This design comes from an exercise in tuning for small area on the open sky130 flow, not from production work.
In this exercise RTL edits were held to simulation tests only and were not proved equivalent to the original.

--- flow/design.v ---
package fma_pkg;
    localparam int EXP_W = 8;
    localparam int MANT_W = 23;
    localparam int BIAS = 127;
    localparam int EXP_ALL_ONES = (1 << EXP_W) - 1;
    typedef logic [EXP_W-1:0] exp_t;
    typedef logic [MANT_W-1:0] mant_t;
    typedef struct packed {
        logic  sign;
        exp_t  exp;
        mant_t mant;
    } fp_t;
    typedef struct packed {
        logic is_zero;
        logic is_inf;
        logic is_nan;
        logic is_snan;
        logic is_normal;
    } fp_class_t;
    typedef enum logic [2:0] {
        RNE = 3'b000,
        RTZ = 3'b001,
        RDN = 3'b010,
        RUP = 3'b011,
        RMM = 3'b100
    } round_mode_e;
    localparam fp_t QNAN_DEFAULT = 32'hFFC0_0000;
    function automatic fp_class_t classify(input fp_t x);
        logic exp_max;
        logic is_zero;
        logic is_inf;
        logic is_nan;
        logic is_snan;
        logic is_normal;
        exp_max = (x.exp == exp_t'(EXP_ALL_ONES));
        is_zero = (x.exp == '0);
        is_inf = exp_max && (x.mant == '0);
        is_nan = exp_max && (x.mant != '0);
        is_snan = is_nan && !x.mant[MANT_W-1];
        is_normal = !is_zero && !exp_max;
        classify = {is_zero, is_inf, is_nan, is_snan, is_normal};
    endfunction
    localparam int PROD_W = 2 * (MANT_W + 1);
    localparam int SUM_W = PROD_W + 3;
    localparam int RND_POS = SUM_W - 2 - MANT_W;
    localparam int PROD_LZ_W = $clog2(PROD_W + 1);
    localparam int SUM_LZ_W = $clog2(SUM_W + 1);
    localparam int ALIGN_SH_W = $clog2(PROD_W + 2);
    typedef logic signed [9:0] wide_exp_t;
    typedef logic [PROD_W-1:0] prod_t;
    typedef logic [SUM_W-1:0] sum_t;
    typedef struct packed {
        logic               is_special;
        logic               invalid;
        fp_t value;
    } special_t;
    typedef struct packed {
        logic                       sign;
        wide_exp_t                  exp;
        prod_t                      prod;
        special_t                   special;
        fp_t         c;
        fp_class_t   c_class;
        logic                       sub;
        round_mode_e rnd;
    } mul_stage_t;
    typedef struct packed {
        logic                       sign;
        wide_exp_t                  exp;
        sum_t                       sum;
        logic                       sticky;
        special_t                   special;
        round_mode_e rnd;
    } add_stage_t;
    typedef struct packed {
        fp_t result;
        logic [1:0]         rs;
        logic               round_en;
        logic               invalid;
        logic               ovf;
        logic               uf;
    } fma_result_t;
endpackage
`timescale 1ns/100ps
module lzc #(
    parameter int WIDTH = 32
) (
    input  logic [WIDTH-1:0]               in_i,
    output logic [$clog2(WIDTH+1)-1:0]     cnt_o
);
    localparam int CNT_W = $clog2(WIDTH + 1);
    always_comb
    begin
        cnt_o = CNT_W'(WIDTH);
        for (int i = 0; i < WIDTH; i++)
        begin
            if (in_i[i])
            begin
                cnt_o = CNT_W'(WIDTH - 1 - i);
            end
        end
    end
endmodule
`timescale 1ns/100ps
module fma_mul_stage (
    input  logic                       clk_i,
    input  logic                       rst_i,
    input  logic                       start_i,
    input  fma_pkg::fp_t         a_i,
    input  fma_pkg::fp_t         b_i,
    input  fma_pkg::fp_t         c_i,
    input  logic                       sub_i,
    input  fma_pkg::round_mode_e rnd_i,
    output logic                       valid_o,
    output fma_pkg::mul_stage_t        stage_o
);
    fma_pkg::fp_class_t        a_cls;
    fma_pkg::fp_class_t        b_cls;
    fma_pkg::fp_class_t        c_cls;
    logic [fma_pkg::MANT_W:0]  a_sig;
    logic [fma_pkg::MANT_W:0]  b_sig;
    fma_pkg::prod_t                  prod_raw;
    logic [fma_pkg::PROD_LZ_W-1:0]   prod_lz;
    logic                            prod_sign;
    logic                            c_sign_eff;
    fma_pkg::special_t               special;
    fma_pkg::mul_stage_t             stage_d;
    assign a_cls = fma_pkg::classify(a_i);
    assign b_cls = fma_pkg::classify(b_i);
    assign c_cls = fma_pkg::classify(c_i);
    assign prod_sign = a_i.sign ^ b_i.sign;
    assign c_sign_eff = c_i.sign ^ sub_i;
    assign a_sig = a_cls.is_normal ? {1'b1, a_i.mant} : '0;
    assign b_sig = b_cls.is_normal ? {1'b1, b_i.mant} : '0;
    assign prod_raw = a_sig * b_sig;
    lzc #(.WIDTH(fma_pkg::PROD_W)) u_prod_lzc (
        .in_i  (prod_raw),
        .cnt_o (prod_lz)
    );
    always_comb
    begin
        special = '0;
        special.invalid = a_cls.is_snan | b_cls.is_snan | c_cls.is_snan;
        if (a_cls.is_nan | b_cls.is_nan | c_cls.is_nan)
        begin
            special.is_special = 1'b1;
            special.value = a_cls.is_nan ? a_i : (b_cls.is_nan ? b_i : c_i);
            special.value.mant[fma_pkg::MANT_W-1] = 1'b1;
        end
        else if ((a_cls.is_inf & b_cls.is_zero) | (a_cls.is_zero & b_cls.is_inf))
        begin
            special.is_special = 1'b1;
            special.invalid = 1'b1;
            special.value = fma_pkg::QNAN_DEFAULT;
        end
        else if (a_cls.is_inf | b_cls.is_inf)
        begin
            special.is_special = 1'b1;
            if (c_cls.is_inf && (prod_sign != c_sign_eff))
            begin
                special.invalid = 1'b1;
                special.value = fma_pkg::QNAN_DEFAULT;
            end
            else
            begin
                special.value.sign = prod_sign;
                special.value.exp = '1;
            end
        end
        else if (c_cls.is_inf)
        begin
            special.is_special = 1'b1;
            special.value.sign = c_sign_eff;
            special.value.exp = '1;
        end
        else if ((a_cls.is_zero | b_cls.is_zero) & c_cls.is_zero)
        begin
            special.is_special = 1'b1;
            special.value.sign = (prod_sign == c_sign_eff) ? prod_sign
                                                           : (rnd_i == fma_pkg::RDN);
        end
    end
    always_comb
    begin
        stage_d.sign = prod_sign;
        stage_d.exp = fma_pkg::wide_exp_t'(a_i.exp) + fma_pkg::wide_exp_t'(b_i.exp)
                    - fma_pkg::wide_exp_t'(fma_pkg::BIAS - 1)
                    - fma_pkg::wide_exp_t'(prod_lz);
        stage_d.prod = prod_raw << prod_lz;
        stage_d.special = special;
        stage_d.c = c_i;
        stage_d.c_class = c_cls;
        stage_d.sub = sub_i;
        stage_d.rnd = rnd_i;
    end
    always_ff @(posedge clk_i)
    begin
        if (rst_i)
            valid_o <= 1'b0;
        else
            valid_o <= start_i;
    end
    always_ff @(posedge clk_i)
    begin
        if (start_i)
            stage_o <= stage_d;
    end
endmodule
`timescale 1ns/100ps
module fma_add_stage (
    input  logic                clk_i,
    input  logic                rst_i,
    input  logic                valid_i,
    input  fma_pkg::mul_stage_t stage_i,
    output logic                valid_o,
    output fma_pkg::add_stage_t stage_o
);
    logic                           c_sign_eff;
    logic                           p_zero;
    logic                           c_zero;
    logic                           p_big;
    logic                           eff_sub;
    logic                           lost;
    fma_pkg::wide_exp_t             c_exp;
    fma_pkg::wide_exp_t             diff;
    fma_pkg::prod_t                 c_sig;
    fma_pkg::prod_t                 big_sig;
    fma_pkg::prod_t                 small_sig;
    logic [fma_pkg::ALIGN_SH_W-1:0] sh;
    logic [fma_pkg::PROD_W:0]       small_ext;
    logic [fma_pkg::PROD_W:0]       small_shr;
    fma_pkg::sum_t                  big_f;
    fma_pkg::sum_t                  small_f;
    fma_pkg::add_stage_t            stage_d;
    assign c_sign_eff = stage_i.c.sign ^ stage_i.sub;
    assign eff_sub = stage_i.sign ^ c_sign_eff;
    assign c_zero = !stage_i.c_class.is_normal;
    assign c_sig = c_zero ? '0 : {1'b1, stage_i.c.mant, {(fma_pkg::PROD_W/2){1'b0}}};
    assign c_exp = fma_pkg::wide_exp_t'(stage_i.c.exp);
    assign p_zero = (stage_i.prod == '0);
    always_comb
    begin
        if (c_zero)
            p_big = 1'b1;
        else if (p_zero)
            p_big = 1'b0;
        else
            p_big = (stage_i.exp > c_exp) ||
                    ((stage_i.exp == c_exp) && (stage_i.prod >= c_sig));
    end
    assign big_sig = p_big ? stage_i.prod : c_sig;
    assign small_sig = p_big ? c_sig : stage_i.prod;
    assign diff = p_big ? (stage_i.exp - c_exp) : (c_exp - stage_i.exp);
    always_comb
    begin
        if ((diff < 0) || (diff > fma_pkg::PROD_W + 1))
            sh = fma_pkg::ALIGN_SH_W'(fma_pkg::PROD_W + 1);
        else
            sh = diff[fma_pkg::ALIGN_SH_W-1:0];
    end
    assign small_ext = {small_sig, 1'b0};
    assign small_shr = small_ext >> sh;
    assign lost = |(small_ext & ~({(fma_pkg::PROD_W+1){1'b1}} << sh));
    assign big_f = {1'b0, big_sig, 2'b00};
    assign small_f = {1'b0, small_shr, lost};
    always_comb
    begin
        stage_d.sign = p_big ? stage_i.sign : c_sign_eff;
        stage_d.exp = p_big ? stage_i.exp : c_exp;
        stage_d.sum = eff_sub ? (big_f - small_f) : (big_f + small_f);
        stage_d.sticky = lost;
        stage_d.special = stage_i.special;
        stage_d.rnd = stage_i.rnd;
    end
    always_ff @(posedge clk_i)
    begin
        if (rst_i)
            valid_o <= 1'b0;
        else
            valid_o <= valid_i;
    end
    always_ff @(posedge clk_i)
    begin
        if (valid_i)
            stage_o <= stage_d;
    end
endmodule
`timescale 1ns/100ps
module fma_norm_stage (
    input  logic                 clk_i,
    input  logic                 rst_i,
    input  logic                 valid_i,
    input  fma_pkg::add_stage_t  stage_i,
    output logic                 done_o,
    output fma_pkg::fma_result_t res_o
);
    logic [fma_pkg::SUM_LZ_W-1:0] lz;
    fma_pkg::sum_t                norm;
    fma_pkg::wide_exp_t           exp_n;
    fma_pkg::fma_result_t         res_d;
    lzc #(.WIDTH(fma_pkg::SUM_W)) u_sum_lzc (
        .in_i  (stage_i.sum),
        .cnt_o (lz)
    );
    assign norm = stage_i.sum << lz;
    assign exp_n = stage_i.exp + fma_pkg::wide_exp_t'(1) - fma_pkg::wide_exp_t'(lz);
    always_comb
    begin
        res_d = '0;
        if (stage_i.special.is_special)
        begin
            res_d.result = stage_i.special.value;
            res_d.invalid = stage_i.special.invalid;
        end
        else if (stage_i.sum == '0)
        begin
            res_d.result.sign = (stage_i.rnd == fma_pkg::RDN);
        end
        else if (exp_n >= fma_pkg::EXP_ALL_ONES)
        begin
            res_d.result.sign = stage_i.sign;
            res_d.result.exp = '1;
            res_d.ovf = 1'b1;
        end
        else if (exp_n <= 0)
        begin
            res_d.result.sign = stage_i.sign;
            res_d.uf = 1'b1;
        end
        else
        begin
            res_d.result.sign = stage_i.sign;
            res_d.result.exp = exp_n[fma_pkg::EXP_W-1:0];
            res_d.result.mant = norm[fma_pkg::RND_POS+1 +: fma_pkg::MANT_W];
            res_d.rs[1] = norm[fma_pkg::RND_POS];
            res_d.rs[0] = (|norm[fma_pkg::RND_POS-1:0]) | stage_i.sticky;
            res_d.round_en = 1'b1;
        end
    end
    always_ff @(posedge clk_i)
    begin
        if (rst_i)
            done_o <= 1'b0;
        else
            done_o <= valid_i;
    end
    always_ff @(posedge clk_i)
    begin
        if (valid_i)
            res_o <= res_d;
    end
endmodule
`timescale 1ns/100ps
module fma_unit (
    input  logic                       clk_i,
    input  logic                       rst_i,
    input  logic                       start_i,
    input  logic [31:0]                a_i,
    input  logic [31:0]                b_i,
    input  logic [31:0]                c_i,
    input  logic                       sub_i,
    input  logic [2:0]                 rnd_i,
    output logic                       done_o,
    output logic [37:0]                res_o
);
    fma_pkg::fp_t         a_t;
    fma_pkg::fp_t         b_t;
    fma_pkg::fp_t         c_t;
    fma_pkg::round_mode_e rnd_t;
    fma_pkg::fma_result_t       res_t;
    assign a_t = fma_pkg::fp_t'(a_i);
    assign b_t = fma_pkg::fp_t'(b_i);
    assign c_t = fma_pkg::fp_t'(c_i);
    assign rnd_t = fma_pkg::round_mode_e'(rnd_i);
    assign res_o = res_t;
    logic                mul_valid;
    fma_pkg::mul_stage_t mul_stage;
    logic                add_valid;
    fma_pkg::add_stage_t add_stage;
    fma_mul_stage u_mul_stage (
        .clk_i   (clk_i),
        .rst_i   (rst_i),
        .start_i (start_i),
        .a_i     (a_t),
        .b_i     (b_t),
        .c_i     (c_t),
        .sub_i   (sub_i),
        .rnd_i   (rnd_t),
        .valid_o (mul_valid),
        .stage_o (mul_stage)
    );
    fma_add_stage u_add_stage (
        .clk_i   (clk_i),
        .rst_i   (rst_i),
        .valid_i (mul_valid),
        .stage_i (mul_stage),
        .valid_o (add_valid),
        .stage_o (add_stage)
    );
    fma_norm_stage u_norm_stage (
        .clk_i   (clk_i),
        .rst_i   (rst_i),
        .valid_i (add_valid),
        .stage_i (add_stage),
        .done_o  (done_o),
        .res_o   (res_t)
    );
endmodule
--- flow/run.sh ---
#!/bin/bash
# synth_recipe.tcl (not shown) runs the flow's synth.tcl, then flattens the netlist and writes it again
# the make line also repeats each setting of config.mk as NAME=value (left out here)
make -C /OpenROAD-flow-scripts/flow DESIGN_CONFIG=/design/flow/config.mk WORK_HOME=/design/flow/orfs CLKGATE_MAP_FILE= SYNTH_SCRIPT=/design/flow/synth_recipe.tcl finish
--- flow/config.mk ---
export PLATFORM = sky130hd
export DESIGN_NAME = fma_unit
export DESIGN_NICKNAME = fma_unit
export VERILOG_FILES = /design/flow/design.v
export SDC_FILE = /design/flow/constraint.sdc
export NUM_CORES = 4
export LEC_CHECK = 0
export CAP_MARGIN = 20
export CORE_MARGIN = 2
export CORE_UTILIZATION = 40
export SLEW_MARGIN = 20
--- flow/constraint.sdc ---
create_clock -name core_clock -period 13.0 [get_ports {clk_i}]
set_input_delay 2.6000 -clock core_clock [delete_from_list [all_inputs] [get_ports {clk_i}]]
set_output_delay 2.6000 -clock core_clock [all_outputs]
set_load 0.01 [all_outputs]
==> metrics.cfg <==
[status]
outcome=finished clean

[sta]
worst_pin_slew_ns=1.09
hold_violations=0
slew-limit-headroom_pct=27.4
totalNegativeSetupSlack_ns=0
clock.fmax_mhz=79.3
finalWorstPathRequiredPeriod_ns=12.62
holdWs_ns=0.413
setup_violations=0
setup_repair_after_global_routing_missed_its_margin=true
min_period_over_period_pct=97.1
fin_worst_skew_ns=0.0331
slew_violations=0
worst_slack_ns=0.383

[logic_synthesis]
ys.warnings.count=5
synth.yosys.seq_area_share_pct=16.8
postSynthCellCount=5716
mean_post_synth_cell_area_um2=8.43
netlist_top_cells_count=sky130_fd_sc_hd__inv_1, sky130_fd_sc_hd__and3_1, sky130_fd_sc_hd__fa_1
synthDominantAreaCellType=sky130_fd_sc_hd__fa_1
synthDominantCellAreaShare_pct=20.3
synth_flop_cell=sky130_fd_sc_hd__edfxtp_1
synth.most_common_cell=sky130_fd_sc_hd__inv_1
post_synth_num_cell_types=102
synthesis.nets=6653
number_of_enable_type_register_cells_in_the_synthesized_netlist=267
yosys-top-cells-area=sky130_fd_sc_hd__fa_1, sky130_fd_sc_hd__edfxtp_1, sky130_fd_sc_hd__ha_1
synthArstFlopShare_pct=0
synth_area_um2=48200
ys_ff_latch=270

[die]
fp-row-count=127
floorplan.core_area_um2=120000
start_util_pct=40.3
die_height_um=351
ios=142
die_area_um2=123000
dieWidth_um=351

[final_layout]
final_layout_size_suffix_gt1_share_pct=12.5
antenna-diode-count=0
fill_cells=11800
num-nets-final=6976
post-route-cell-area_um2=55700
area_delta_synth_final_pct=15.6

[clocking]
tritoncts_clock_tree=yes
cts-root-to-sink-buffers=3
clk_transition_reported_paths_ns=0.07
cts_buffers=28
h-tree-depth=1
cts_num_sinks=270
cts_root_buffer=sky130_fd_sc_hd__clkbuf_16
insertion_delay_ns=0.60

[setup_path]
r2r_start=u_mul_stage.stage_o[4]
cp-startpoint=b_i[29]
worst_setup_path_endpoint=u_mul_stage.stage_o[116]
cp.depth=39
timing.critical_path.slowest_cell_delay_ns=0.56
critical_path.reg2reg.endpoint=u_add_stage.stage_o[87]
req_time_crit_path_ns=13.33
worst_r2r_path_depth=41
path_buf_inv=8
crit_fanout=21
worst_path_dominant_cell_family=adder cells
cell_repeated_most_along_the_worst_path=sky130_fd_sc_hd__fa_1
cp-end-kind=flop
path_class=input port to flop
arrival_ns=12.94
cpMaxStageDelayCell=sky130_fd_sc_hd__or4_4
reg2reg_slack_ns=1.02
cp-start-kind=input port

[routing]
detailed_route_wire_length_per_cell_um=23.1
drt-initial-drc-count=3890
postRouteAntennaNets=0
drc_errors=0
route.final.wire_length_mm=177
first_pass_detailed_route_iteration_total=6
vias_after_detailed_routing=44400
routed_via_density=5.79

[global_routing]
residual_overflow_from_global_routing=0
largest_net_degree_at_the_start_of_global_routing=71
grt_first_pass_wirelength_mm=270
first_global_vias=44400
number_of_antenna_violations_at_the_first_check_in_global_routing=6
grt_use_total_pct=28.4

[job]
drv_cap=0

[worst_hold_path]
worst_hold_path_type=flop to flop

[place]
hpwlAfterDp_mm=143
place.port_buffers=141
detailed_place.area_um2=54500
gp_congestion=1.02
pre_cts_ws_ns=-0.506

## sequential cells by signal (all words and copies together), names as in the netlist
signal / cells
u_mul_stage.stage_o: 130
u_add_stage.stage_o: 99
u_norm_stage.res_o: 38
u_add_stage.valid_o: 1
u_mul_stage.valid_o: 1
u_norm_stage.done_o: 1
## how the worst min path moves through the flow
stage,startpoint,end,slack [ns],depth (start not counted)
5_1_grt,u_mul_stage.stage_o[71],u_add_stage.stage_o[33],0.42,0
4_1_cts,u_mul_stage.stage_o[68],u_add_stage.stage_o[30],0.41,0
3_3_place_gp,u_mul_stage.stage_o[1],u_add_stage.stage_o[1],0.40,0
3_5_place_dp,u_mul_stage.stage_o[0],u_add_stage.stage_o[0],0.40,0
6_report,u_mul_stage.stage_o[69],u_add_stage.stage_o[31],0.41,0
2_1_floorplan,u_mul_stage.stage_o[0],u_add_stage.stage_o[0],0.40,0
## logic make-up after synthesis
group / after synthesis / share of synthesized area [%]
fa+ha+maj: 835 / 29.3
simple gates: 1880 / 19.9
flops: 270 / 16.8
compound gates: 1136 / 15.4
buf+inv: 1110 / 8.71
mux: 360 / 7.64
xor+xnor: 125 / 2.29
## layout by cell type (no fill, tap or decap), types with 13 or more instances in the layout
cell type                         Yosys  final
sky130_fd_sc_hd__clkdlybuf4s50_1      0    140
sky130_fd_sc_hd__nand3_1             76     76
sky130_fd_sc_hd__xnor2_1             89     87
sky130_fd_sc_hd__mux2_2              59     59
sky130_fd_sc_hd__inv_1              729    727
sky130_fd_sc_hd__buf_12               0     14
sky130_fd_sc_hd__buf_4                1    510
sky130_fd_sc_hd__o22ai_1             18     18
sky130_fd_sc_hd__xor2_1              35     34
sky130_fd_sc_hd__a221o_1             15     15
sky130_fd_sc_hd__mux2i_1            300    296
sky130_fd_sc_hd__or3_1               24     23
sky130_fd_sc_hd__clkbuf_16            0     29
sky130_fd_sc_hd__a21oi_1            328    322
sky130_fd_sc_hd__a21o_1              62     62
sky130_fd_sc_hd__ha_1               346    344
sky130_fd_sc_hd__edfxtp_1           267    267
sky130_fd_sc_hd__and3_1             516    516
sky130_fd_sc_hd__fa_1               488    487
sky130_fd_sc_hd__or2_2               24     24
sky130_fd_sc_hd__o211ai_1            50     50
sky130_fd_sc_hd__nor4_1              59     57
sky130_fd_sc_hd__and2_1              74     71
sky130_fd_sc_hd__nand2_1            485    482
sky130_fd_sc_hd__o21bai_1            50     48
sky130_fd_sc_hd__a211o_1             14     14
sky130_fd_sc_hd__nand4_1             37     37
sky130_fd_sc_hd__a211oi_1            50     48
sky130_fd_sc_hd__or4_1               17     14
sky130_fd_sc_hd__nor3_1              86     82
sky130_fd_sc_hd__a22oi_1             35     34
sky130_fd_sc_hd__nor2_1             385    377
sky130_fd_sc_hd__a31oi_1             42     39
sky130_fd_sc_hd__nor2b_1             18     18
sky130_fd_sc_hd__nand2b_1            32     32
sky130_fd_sc_hd__o221ai_1            20     20
sky130_fd_sc_hd__o21a_1              25     25
sky130_fd_sc_hd__o31ai_1             27     25
sky130_fd_sc_hd__a221oi_1            13     13
sky130_fd_sc_hd__o21ai_0            226    219
## worst reg2reg max path: cells and delay by family, from the launching register on
family,cells,cell delay (ns)
AND/OR/NAND/NOR,7,2.54
adder cells (fa/ha/maj),2,0.51
flip-flops,1,0.71
buffers and inverters,4,1.09
AO/OA/AOI/OAI,27,6.76
multiplexers,1,0.14
## per-layer routing
metal	vias up	part of all wire, %	GRT usage (%)
met2	1849	46	46.6
met3	396	7.7	4.41
met4	8	5.7	14.0
met5	-	0.032	0
li1	20500	-	-
met1	21700	41	36.6
## cell type report
type | count | area [µm²] | area share, %
clock buffer | 32 | 716 | 1.29
clock inverter | 19 | 226 | 0.407
inverter | 733 | 2750 | 4.95
multi-input combinational | 4336 | 36300 | 65.2
sequential | 270 | 8080 | 14.5
tap | 1612 | 2020 | 3.62
timing repair buffer | 670 | 5600 | 10.1
## what timing repair did
| action | CTS | global route |
|---|---|---|
| endpoints found under the setup margin | 0 | 49 |
| gates resized for setup | 0 | 51 |
| hold buffers | 0 | 0 |
| setup buffers | 0 | 3 |
## metrics by stage
step / util, % / std cells
5_1_grt: 46.5 / 7672
4_1_cts: 46.3 / 7668
3_3_place_gp: 45.5 / 7617
6_report: 46.5 / 7672
3_5_place_dp: 45.5 / 7617
2_1_floorplan: - / 5716

-- re-timing with driven ports --
The results above use ideal ports. As a check the final layout listed here was re-extracted and re-timed, cells and wires unchanged.
Step 1: set_driving_cell puts a clkbuf_16 on clk_i and a buf_2 on each other input, an assumption about the parent block.
Step 2, shift: input delay + t, output delay - t, t = (earliest + latest rising clock arrival at the registers) / 2. This alone moves slack from input paths to output paths.
a / b / c = ideal / step 1 / step 2; a / b = the first two.
t, ns: 0.653
setup slack, ns: 0.383 / 0.428 / -0.225
pins driven straight from the clock port: 1
With both steps, setup timing fails in this run, where it was met with ideal ports. For this run, drivers alone change the setup slack by +0.045 ns; drivers and shift together by -0.608 ns.
